From an optimization exercise on the open Yosys and OpenROAD flow, aimed at small area, a short achievable clock period and few clock cycles per item; shortcuts taken in it are not production practice.
Only simulation tests tie the RTL to the original design; equivalence was not proved.
Power figures rest on the tool's default switching activity, not on a simulated workload.

[flow/design.v]
`default_nettype none
package tra_pkg;
  localparam int BYTE_W    = 8;
  localparam int CFG_IDX_W = 2;
  typedef logic [BYTE_W-1:0]    byte_t;
  typedef logic [CFG_IDX_W-1:0] cfg_idx_t;
  localparam cfg_idx_t REG_DIRECTION = 2'd0;
  localparam cfg_idx_t REG_POLICY    = 2'd1;
  typedef enum logic [2:0] {
    ST_IDLE,
    ST_E1,
    ST_E2,
    ST_E3,
    ST_D1,
    ST_D2
  } state_t;
  typedef struct packed {
    byte_t addr_a;
    byte_t addr_b;
    logic  fwd_b;
    logic  we;
    byte_t waddr;
    byte_t wdata;
  } tbl_req_t;
endpackage
`default_nettype wire
`default_nettype none
module tra_ram #(
  parameter int WIDTH = 8,
  parameter int DEPTH = 256
) (
  input  wire logic                     clk,
  input  wire logic                     we,
  input  wire logic [$clog2(DEPTH)-1:0] waddr,
  input  wire logic [WIDTH-1:0]         wdata,
  input  wire logic [$clog2(DEPTH)-1:0] raddr_a,
  input  wire logic [$clog2(DEPTH)-1:0] raddr_b,
  output logic      [WIDTH-1:0]         rdata_a,
  output logic      [WIDTH-1:0]         rdata_b
);
  logic [WIDTH-1:0] mem [DEPTH];
  always_ff @(posedge clk) begin
    if (we) begin
      mem[waddr] <= wdata;
    end
    rdata_a <= mem[raddr_a];
    rdata_b <= mem[raddr_b];
  end
endmodule
`default_nettype wire
`default_nettype none
module tra_table #(
  parameter int DEPTH = 256
) (
  input  wire logic             clk,
  input  wire logic             rst_n,
  input  wire tra_pkg::tbl_req_t req,
  output tra_pkg::byte_t        rd_a,
  output tra_pkg::byte_t        rd_b
);
  localparam int AW = $clog2(DEPTH);
  logic [DEPTH-1:0] valid_r;
  logic [AW-1:0]    idx_a;
  logic [AW-1:0]    idx_b;
  logic [AW-1:0]    widx;
  logic             vld_a;
  logic             vld_b;
  tra_pkg::byte_t            ram_a;
  tra_pkg::byte_t            ram_b;
  tra_pkg::byte_t addr_a_r;
  tra_pkg::byte_t addr_b_r;
  tra_pkg::byte_t wdata_r;
  logic  vld_a_r;
  logic  vld_b_r;
  logic  hit_a_r;
  logic  hit_b_r;
  assign idx_a = req.addr_a[AW-1:0];
  assign idx_b = req.addr_b[AW-1:0];
  assign widx  = req.waddr[AW-1:0];
  assign vld_a = (int'(idx_a) < DEPTH) ? valid_r[idx_a] : 1'b0;
  assign vld_b = (int'(idx_b) < DEPTH) ? valid_r[idx_b] : 1'b0;
  tra_ram #(
    .WIDTH (tra_pkg::BYTE_W),
    .DEPTH (DEPTH)
  ) u_ram (
    .clk     (clk),
    .we      (req.we),
    .waddr   (widx),
    .wdata   (req.wdata),
    .raddr_a (idx_a),
    .raddr_b (idx_b),
    .rdata_a (ram_a),
    .rdata_b (ram_b)
  );
  always_ff @(posedge clk) begin
    if (!rst_n) begin
      valid_r <= '0;
      vld_a_r <= 1'b0;
      vld_b_r <= 1'b0;
      hit_a_r <= 1'b0;
      hit_b_r <= 1'b0;
    end else begin
      if (req.we) begin
        valid_r[widx] <= 1'b1;
      end
      vld_a_r <= vld_a;
      vld_b_r <= vld_b;
      hit_a_r <= req.we && (req.waddr == req.addr_a);
      hit_b_r <= req.we && req.fwd_b && (req.waddr == req.addr_b);
    end
  end
  always_ff @(posedge clk) begin
    addr_a_r <= req.addr_a;
    addr_b_r <= req.addr_b;
    wdata_r  <= req.wdata;
  end
  assign rd_a = hit_a_r ? wdata_r : (vld_a_r ? ram_a : addr_a_r);
  assign rd_b = hit_b_r ? wdata_r : (vld_b_r ? ram_b : addr_b_r);
endmodule
`default_nettype wire
`default_nettype none
module tra_out_queue (
  input  wire logic           clk,
  input  wire logic           rst_n,
  input  wire logic           push,
  input  wire tra_pkg::byte_t push_data,
  output logic                space,
  output logic                out_valid,
  input  wire logic           out_stall,
  output tra_pkg::byte_t      out_byte
);
  logic [1:0] cnt_r;
  logic [1:0] cnt_nxt;
  tra_pkg::byte_t      q0_r;
  tra_pkg::byte_t      q1_r;
  logic       pop;
  assign pop       = (cnt_r != 2'd0) && !out_stall;
  assign out_valid = (cnt_r != 2'd0);
  assign out_byte  = q0_r;
  assign space     = (cnt_r != 2'd2);
  always_comb begin
    cnt_nxt = cnt_r;
    if (push && !pop) begin
      cnt_nxt = cnt_r + 2'd1;
    end else if (pop && !push) begin
      cnt_nxt = cnt_r - 2'd1;
    end
  end
  always_ff @(posedge clk) begin
    if (!rst_n) begin
      cnt_r <= 2'd0;
    end else begin
      cnt_r <= cnt_nxt;
    end
  end
  always_ff @(posedge clk) begin
    if (pop) begin
      if (push && (cnt_r == 2'd1)) begin
        q0_r <= push_data;
      end else begin
        q0_r <= q1_r;
      end
      if (push && (cnt_r != 2'd1)) begin
        q1_r <= push_data;
      end
    end else if (push) begin
      if (cnt_r == 2'd0) begin
        q0_r <= push_data;
      end else begin
        q1_r <= push_data;
      end
    end
  end
endmodule
`default_nettype wire
`default_nettype none
module transpose_rank_transform #(
  parameter int ALPHABET_SIZE = 256
) (
  input  wire logic              clk,
  input  wire logic              rst_n,
  input  wire logic              in_valid,
  output logic                   in_stall,
  input  wire tra_pkg::byte_t    in_byte,
  output logic                   out_valid,
  input  wire logic              out_stall,
  output tra_pkg::byte_t         out_byte,
  input  wire logic              cfg_valid,
  output logic                   cfg_ready,
  input  wire tra_pkg::cfg_idx_t cfg_index,
  input  wire logic              cfg_data
);
  localparam int SEEN_W = $clog2(ALPHABET_SIZE + 1);
  localparam int CMP_W  = tra_pkg::BYTE_W + 1;
  tra_pkg::state_t            state_r;
  tra_pkg::state_t            state_nxt;
  tra_pkg::byte_t             x_r, x_nxt;
  tra_pkg::byte_t             r_r, r_nxt;
  tra_pkg::byte_t             t_r, t_nxt;
  tra_pkg::byte_t             rr_r, rr_nxt;
  logic              swap_r, swap_nxt;
  logic [SEEN_W-1:0] seen_r, seen_nxt;
  logic              dir_r;
  logic              pol_r;
  tra_pkg::tbl_req_t s2r_req;
  tra_pkg::tbl_req_t r2s_req;
  tra_pkg::byte_t    s2r_rd_a, s2r_rd_b;
  tra_pkg::byte_t    r2s_rd_a, r2s_rd_b;
  logic  push;
  tra_pkg::byte_t push_data;
  logic  space;
  logic  accept;
  logic  in_range;
  logic  seen_full;
  logic  enc_grow, dec_grow;
  tra_pkg::byte_t enc_t, dec_t;
  function automatic tra_pkg::byte_t target_rank(input tra_pkg::byte_t r, input logic grow,
                                        input logic [SEEN_W-1:0] seen);
    tra_pkg::byte_t t;
    if (grow) begin
      t = seen[tra_pkg::BYTE_W-1:0];
    end else if (r != '0) begin
      t = r - 8'd1;
    end else begin
      t = r;
    end
    target_rank = t;
  endfunction
  assign in_range  = {1'b0, in_byte} < CMP_W'(ALPHABET_SIZE);
  assign seen_full = (seen_r == SEEN_W'(ALPHABET_SIZE));
  assign enc_grow  = pol_r && ({1'b0, s2r_rd_a} >= CMP_W'(seen_r));
  assign dec_grow  = pol_r && ({1'b0, in_byte} >= CMP_W'(seen_r));
  assign enc_t     = target_rank(s2r_rd_a, enc_grow, seen_r);
  assign dec_t     = target_rank(in_byte, dec_grow, seen_r);
  assign in_stall  = !(((state_r == tra_pkg::ST_IDLE) || (state_r == tra_pkg::ST_E3) ||
                        (state_r == tra_pkg::ST_D2)) && space);
  assign accept    = in_valid && !in_stall;
  assign cfg_ready = 1'b1;
  always_comb begin
    state_nxt = state_r;
    x_nxt     = x_r;
    r_nxt     = r_r;
    t_nxt     = t_r;
    rr_nxt    = rr_r;
    swap_nxt  = swap_r;
    seen_nxt  = seen_r;
    push      = 1'b0;
    push_data = in_byte;
    s2r_req   = {in_byte, x_r, 1'b1, 1'b0, x_r, x_r};
    r2s_req   = {in_byte, x_r, 1'b1, 1'b0, x_r, x_r};
    case (state_r)
      tra_pkg::ST_E1: begin
        push           = 1'b1;
        push_data      = s2r_rd_a;
        r_nxt          = s2r_rd_a;
        t_nxt          = enc_t;
        swap_nxt       = (enc_t != s2r_rd_a);
        r2s_req.addr_a = enc_t;
        r2s_req.addr_b = s2r_rd_a;
        if (enc_grow && !seen_full) begin
          seen_nxt = seen_r + SEEN_W'(1);
        end
        state_nxt = tra_pkg::ST_E2;
      end
      tra_pkg::ST_E2: begin
        rr_nxt         = r2s_rd_b;
        s2r_req.addr_b = r2s_rd_a;
        s2r_req.fwd_b  = 1'b0;
        s2r_req.we     = swap_r;
        s2r_req.waddr  = r2s_rd_a;
        s2r_req.wdata  = r_r;
        r2s_req.we     = swap_r;
        r2s_req.waddr  = r_r;
        r2s_req.wdata  = r2s_rd_a;
        state_nxt      = tra_pkg::ST_E3;
      end
      tra_pkg::ST_E3: begin
        s2r_req.we    = swap_r;
        s2r_req.waddr = x_r;
        s2r_req.wdata = s2r_rd_b;
        r2s_req.we    = swap_r;
        r2s_req.waddr = t_r;
        r2s_req.wdata = rr_r;
        state_nxt     = tra_pkg::ST_IDLE;
      end
      tra_pkg::ST_D1: begin
        push          = 1'b1;
        push_data     = r2s_rd_a;
        rr_nxt        = r2s_rd_a;
        r2s_req.we    = swap_r;
        r2s_req.waddr = x_r;
        r2s_req.wdata = r2s_rd_b;
        state_nxt     = tra_pkg::ST_D2;
      end
      tra_pkg::ST_D2: begin
        r2s_req.we    = swap_r;
        r2s_req.waddr = t_r;
        r2s_req.wdata = rr_r;
        state_nxt     = tra_pkg::ST_IDLE;
      end
      default: begin
        state_nxt = tra_pkg::ST_IDLE;
      end
    endcase
    if (accept) begin
      x_nxt = in_byte;
      if (!in_range) begin
        push      = 1'b1;
        push_data = in_byte;
        state_nxt = tra_pkg::ST_IDLE;
      end else if (!dir_r) begin
        s2r_req.addr_a = in_byte;
        state_nxt      = tra_pkg::ST_E1;
      end else begin
        r2s_req.addr_a = in_byte;
        r2s_req.addr_b = dec_t;
        t_nxt          = dec_t;
        swap_nxt       = (dec_t != in_byte);
        if (dec_grow && !seen_full) begin
          seen_nxt = seen_r + SEEN_W'(1);
        end
        state_nxt = tra_pkg::ST_D1;
      end
    end
  end
  always_ff @(posedge clk) begin
    if (!rst_n) begin
      state_r <= tra_pkg::ST_IDLE;
      swap_r  <= 1'b0;
      seen_r  <= '0;
      dir_r   <= 1'b0;
      pol_r   <= 1'b0;
    end else begin
      state_r <= state_nxt;
      swap_r  <= swap_nxt;
      seen_r  <= seen_nxt;
      if (cfg_valid && cfg_ready) begin
        case (cfg_index)
          tra_pkg::REG_DIRECTION: dir_r <= cfg_data;
          tra_pkg::REG_POLICY:    pol_r <= cfg_data;
          default: begin
          end
        endcase
      end
    end
  end
  always_ff @(posedge clk) begin
    x_r  <= x_nxt;
    r_r  <= r_nxt;
    t_r  <= t_nxt;
    rr_r <= rr_nxt;
  end
  tra_table #(
    .DEPTH (ALPHABET_SIZE)
  ) u_s2r (
    .clk   (clk),
    .rst_n (rst_n),
    .req   (s2r_req),
    .rd_a  (s2r_rd_a),
    .rd_b  (s2r_rd_b)
  );
  tra_table #(
    .DEPTH (ALPHABET_SIZE)
  ) u_r2s (
    .clk   (clk),
    .rst_n (rst_n),
    .req   (r2s_req),
    .rd_a  (r2s_rd_a),
    .rd_b  (r2s_rd_b)
  );
  tra_out_queue u_out_queue (
    .clk       (clk),
    .rst_n     (rst_n),
    .push      (push),
    .push_data (push_data),
    .space     (space),
    .out_valid (out_valid),
    .out_stall (out_stall),
    .out_byte  (out_byte)
  );
endmodule
`default_nettype wire
[flow/run.sh]
#!/bin/bash
# synth_recipe.tcl (not shown) runs the flow's synth.tcl, then flattens the netlist and writes it again
# the make line also repeats each setting of config.mk as NAME=value (left out here)
make -C /OpenROAD-flow-scripts/flow DESIGN_CONFIG=/design/flow/config.mk WORK_HOME=/design/flow/orfs CLKGATE_MAP_FILE= SYNTH_SCRIPT=/design/flow/synth_recipe.tcl finish
[flow/config.mk]
export PLATFORM = sky130hd
export DESIGN_NAME = transpose_rank_transform
export DESIGN_NICKNAME = transpose_rank_transform
export VERILOG_FILES = /design/flow/design.v
export SDC_FILE = /design/flow/constraint.sdc
export NUM_CORES = 4
export LEC_CHECK = 0
export CAP_MARGIN = 20
export CELL_PAD_IN_SITES_DETAIL_PLACEMENT = 2
export CELL_PAD_IN_SITES_GLOBAL_PLACEMENT = 2
export CORE_MARGIN = 2
export CORE_UTILIZATION = 30
export SLEW_MARGIN = 20
[flow/constraint.sdc]
create_clock -name core_clock -period 8.0 [get_ports {clk}]
set_input_delay 1.6000 -clock core_clock [delete_from_list [all_inputs] [get_ports {clk}]]
set_output_delay 1.6000 -clock core_clock [all_outputs]
set_load 0.01 [all_outputs]
==> flow_results.org <==
** Run status
- The run finished with no timing, DRC or antenna violations.

** Clocking
- Clock tree from TritonCTS :: built
- After clock tree synthesis, the clock-pin slew on the worst setup and hold paths is around 0.06 ns.
- Post-CTS repair changed the size of 0 cells.
- CTS buffer count :: about 600
- CTS Root Buffer Type :: clkbuf_16
- H-tree levels :: 6
- Post-CTS Repair Setup Buffers :: 0
- The clock passes through at most 4 buffers.
- The number of hold buffers added after CTS was 0.
- The clock reaches the later pin of the worst-skew pair after 1.14 ns.
- The clock net in this run drives a total of 4761 sinks.

** Detailed routing
- Number of design rule violations left after detail routing :: 0
- For this run, the detailed router's first-pass iteration total came to 5.
- The detailed router finished its first iteration with 18900 violations.
- Using the TritonRoute via totals, the vias-per-cell ratio works out to 5.95.
- Summed over all layers, the routed wires come to about 1200000 um.
- The detail route stage leaves a number of antenna-violating nets equal to 0.
- Total via count after detailed routing :: 192000
- After detailed routing, the average wire length per cell comes to ~36 um.

** Die
- After floorplanning, the core was sized to cover between 700000 and 800000 sq um.
- DIE HEIGHT :: between 800 and 900 um
- I/O pins :: 27
- Area of the die :: 785000 sq um
- The floorplan has 323 rows.
- Once the floorplan was initialized, standard cells occupied ~30% of the core.
- Measured along the x axis, the die boundary spans about 890 um.

** Synthesis
- Top cell types by occurrence after synthesis :: nand2_1, edfxtp_1, nand3_1, nor2_1, clkbuf_1
- After synthesis, the largest area contributor takes up 53.2% of total cell area.
- Share of cell area taken by muxes after synthesis :: approximately 8.4%
- The synthesized design contains 4136 enable-type register cells.
- Summing the areas of all compound-gate instances in the mapped netlist gives 10.4% of the synthesized area.
- Proportion of synthesized chip area in sequential cells :: 58.6%
- Summing the areas of all fa, ha and maj instances in the mapped netlist gives 0.188% of the synthesized area.
- Synthesized instance count :: ~22000
- Area of the mapped netlist :: 233000 sq um
- Of all flip-flops after synthesis, the portion carrying an async set or reset was 0%.
- After synthesis, the largest family of logic cells by area is simple AND/OR/NAND/NOR gates.
- During synthesis, Yosys emitted a total of 4 warnings.
- The synthesized netlist devotes less than 1% of its cell area to XOR and XNOR gates.
- edfxtp_1 takes more of the synthesized area than any other cell.
- After Yosys synthesis, and, or, nand and nor cells account for a little under a fifth of the synthesized area.
- Dividing the synthesized area by the synthesized cell count gives 10.7 sq um.
- Cell with the most instances after synthesis :: nand2_1
- Synthesized net count :: between 20000 and 25000
- The synthesized netlist contains 92 unique library cells.
- Most area-consuming cells after synthesis :: edfxtp_1, nand2_1, mux4_2, dfxtp_1, nand3_1
- Synth Register Bits :: 4761
- For this run, the leading register cell type out of synthesis is edfxtp_1.

** Pwr
- The share of total power dissipated in sequential elements is 31.3%.
- IR analysis of the VDD net gives a maximum drop of ~0.00028 V.
- The analysis attributes to net switching a power of 42.9 mW.
- In this run, the combinational gates consume 41.5% of the power.
- Internal power comes to 55.3 mW.
- Switching share of power :: 43.7%
- Summed over all cells, the static leakage comes to 90.7 nW.
- PD cells :: 367 nW/um^2
- The clock network is responsible for 27.2% of the overall power.

** Placement
- Placed cell count :: 31100
- Before CTS, the worst setup slack after placement is -0.00426 ns.
- In this run the cell area measured after placement is 249000 sq um.
- Routability-driven placement finished with a final weighted congestion of 0.870.
- Hpwl dp :: 737000 um
- Port buffering added 25 buffers.

** Timing
- Hold Vio Cnt, Final :: 0
- The smallest clock period supported by the final layout is computed as 7.36 ns.
- The clock arrives with 0.0559 ns of skew.
- Final setup violation count :: 0
- RSZ-0062 raised after global routing :: no
- Max-Slew Margin vs Limit :: 8.34%
- In the final timing run, aggregate negative setup slack is 0 ns.
- Count of pins over their slew limit :: 0
- Across all setup checks in the final design, the least slack found is 0.638 ns.
- Of the available clock period, the critical path in the final layout requires 92.0%.
- For the pin with the worst max-slew slack, the measured transition is between 1 and 1.5 ns.
- Final hold slack :: slightly below 0.5 ns
- Static timing analysis puts the maximum clock frequency at ~0.14 GHz.

** Global route
- The number of antenna violations at the first check in global routing came to between 70 and 80.
- GRT Residual Overflow :: 0
- Entering global routing, the biggest net connects 179 pins.
- Combined global-route utilization of all metal layers :: 28.3%
- The first global-routing pass estimated 1610000 um of wire.
- The via count of the first global-routing pass was 199000.

** Worst setup path
- CP arrival :: 8.38 ns
- In this run the critical register-to-register path is launched from u_s2r.vld_a_r.
- Along the worst path, the maximum fanout reaches 63.
- The setup check on the worst reg-to-reg path leaves a slack of between 0.6 and 0.7 ns.
- Critical Setup Path Class :: flop to flop
- Data on the critical path is required at its endpoint by 9.02 ns.
- Startpoint types :: flop
- The most critical setup path has its startpoint at u_s2r.vld_a_r.
- The worst setup path is captured at a flop.

** Worst hold path
- The startpoint identified for the worst hold timing path is u_r2s.valid_r[73].
- Hold/Removal Path Class :: flop to flop

** Job
- Total of max-cap violations :: 0

** Layout
- Share of layout cells above drive strength 1 :: 12.2%
- Final non-filler cell total :: 32200
- The area growth from synthesis to layout is 14.7%.
- Nets@finish :: 21500
- Once layout is done, the placed cells without fillers occupy 268000 sq um.
## critical path, stage by stage, from the launching register on
cell and delay [ns]:
dfxtp_1 0.59, mux2_2 0.40, mux2i_1 0.18, buf_4 0.19, inv_1 0.10, ha_1 0.28
a211oi_1 0.23, o211ai_1 0.19, and2_1 0.34, o311ai_4 0.69, nand2_8 0.53, inv_8 0.83
buf_4 0.43, nand2_1 0.08, and3_1 0.17, a311oi_1 0.26, a31oi_1 0.14, a211oi_1 0.89
nor4_1 0.24, buf_4 0.22, nor4_1 0.20
## flip-flops by register name, indices dropped and copies added (netlist names), 9 cells and up
signal,count
u_r2s.valid_r,256
seen_r,9
u_s2r.valid_r,256
u_s2r.u_ram.mem,2048
u_r2s.u_ram.mem,2048
## through the flow
step / total power [mW] / util [%]
floorplan: 51.7 / -
global placement: 71.0 / 32.1
detailed placement: 71.5 / 32.1
CTS: 98.2 / 34.5
global route: 101 / 34.5
finish: 98.2 / 34.6
## layout make-up
cell class	count	area (sq um)
Antenna cell	40	100
Clock buffer	806	16100
Clock inverter	257	2430
Fill cell	81700	507000
Inverter	58	310
Multi-Input combinational cell	15100	89300
Sequential cell	4761	137000
Tap cell	10200	12800
Timing Repair Buffer	995	9830
## placed cells by master, fill, tap and decap left out, drive strengths merged, types with 44 or more instances in the layout
master  synthesis  final
nand4          44     44
buf           936    979
nand2        5990   5990
o22ai         202    202
dfxtp         625    625
a32o           70     70
a31oi         516    516
mux4          579    579
xnor2          65     65
a311oi        703    703
clkinv          7    188
nand3        1600   1600
a221oi        152    152
inv            51     84
o21ai         274    274
nor4          129    129
mux2i         591    591
clkbuf        948    806
nor2         1454   1454
a21oi         863    863
a22oi          52     52
nor3          210    210
and3          661    661
o21a          156    156
o221ai        128    128
edfxtp       4136   4136
a211oi        209    209
mux2           46     46
## power groups by stage
stage / Clock (mW) / Sequential [mW] / Combinational, mW
floorplan: 0 / 32.0 / 19.8
global placement: 0 / 31.2 / 39.7
detailed placement: 0 / 31.3 / 40.2
CTS: 27.0 / 30.7 / 40.4
global route: 27.9 / 30.7 / 42.2
finish: 26.7 / 30.8 / 40.7
## per-layer routing
| layer | track usage (%) | wire length (um) |
|---|---|---|
| met5 | 0 | 116 |
| met4 | 12.9 | 61400 |
| met2 | 46.9 | 545000 |
| met3 | 3.53 | 66500 |
| met1 | 36.9 | 478000 |
## worst paths after layout
path / to / cells after the start
worst max-delay path: u_r2s.u_ram.rdata_a[5] / 20
worst min-delay path: u_r2s.valid_r[73] / 2
worst max register to register: u_r2s.u_ram.rdata_a[5] / 20
worst min register to register: u_r2s.valid_r[73] / 2
## cells by family (layout without fill, tap and decap cells)
family | count (synthesis) | after routing
and+or+nand+nor | 10200 | 10200
adders and majority gates | 35 | 35
DFF | 4761 | 4761
other | 1 | 41
xor gates and xnor gates | 76 | 76
muxes | 1216 | 1216
buffers and inverters | 1942 | 2116
AOI/OAI and AO/OA | 3513 | 3513
Testbench counts, summed over its fixed seeds: cycles 40,016, items 16,000.

## afterwards: timing with drivers on the ports
In the flow no input, the clock included, has a driving cell. The finished layout below was timed again as built, in two steps. Step 1, drivers: a clkbuf_16 drives clk and a buf_2 each remaining input, both assumed. Step 2, shift: input delay + t, output delay - t, t = (earliest + latest rising clock arrival at the registers) / 2. This alone moves slack from input paths to output paths. Three values: ideal ports, drivers, drivers and shift; two values: the first two.
shift t [ns]: 1.253
setup WS [ns]: 0.637 / 0.638 / -0.190
hold WS [ns]: 0.492 / 0.492 / 0.492
worst register clock-pin slew, ns: 0.07 / 0.07
With both steps, setup timing fails in this run, where it was met with ideal ports. For this run, drivers alone change the setup slack by +0.001 ns; drivers and shift together by -0.827 ns.
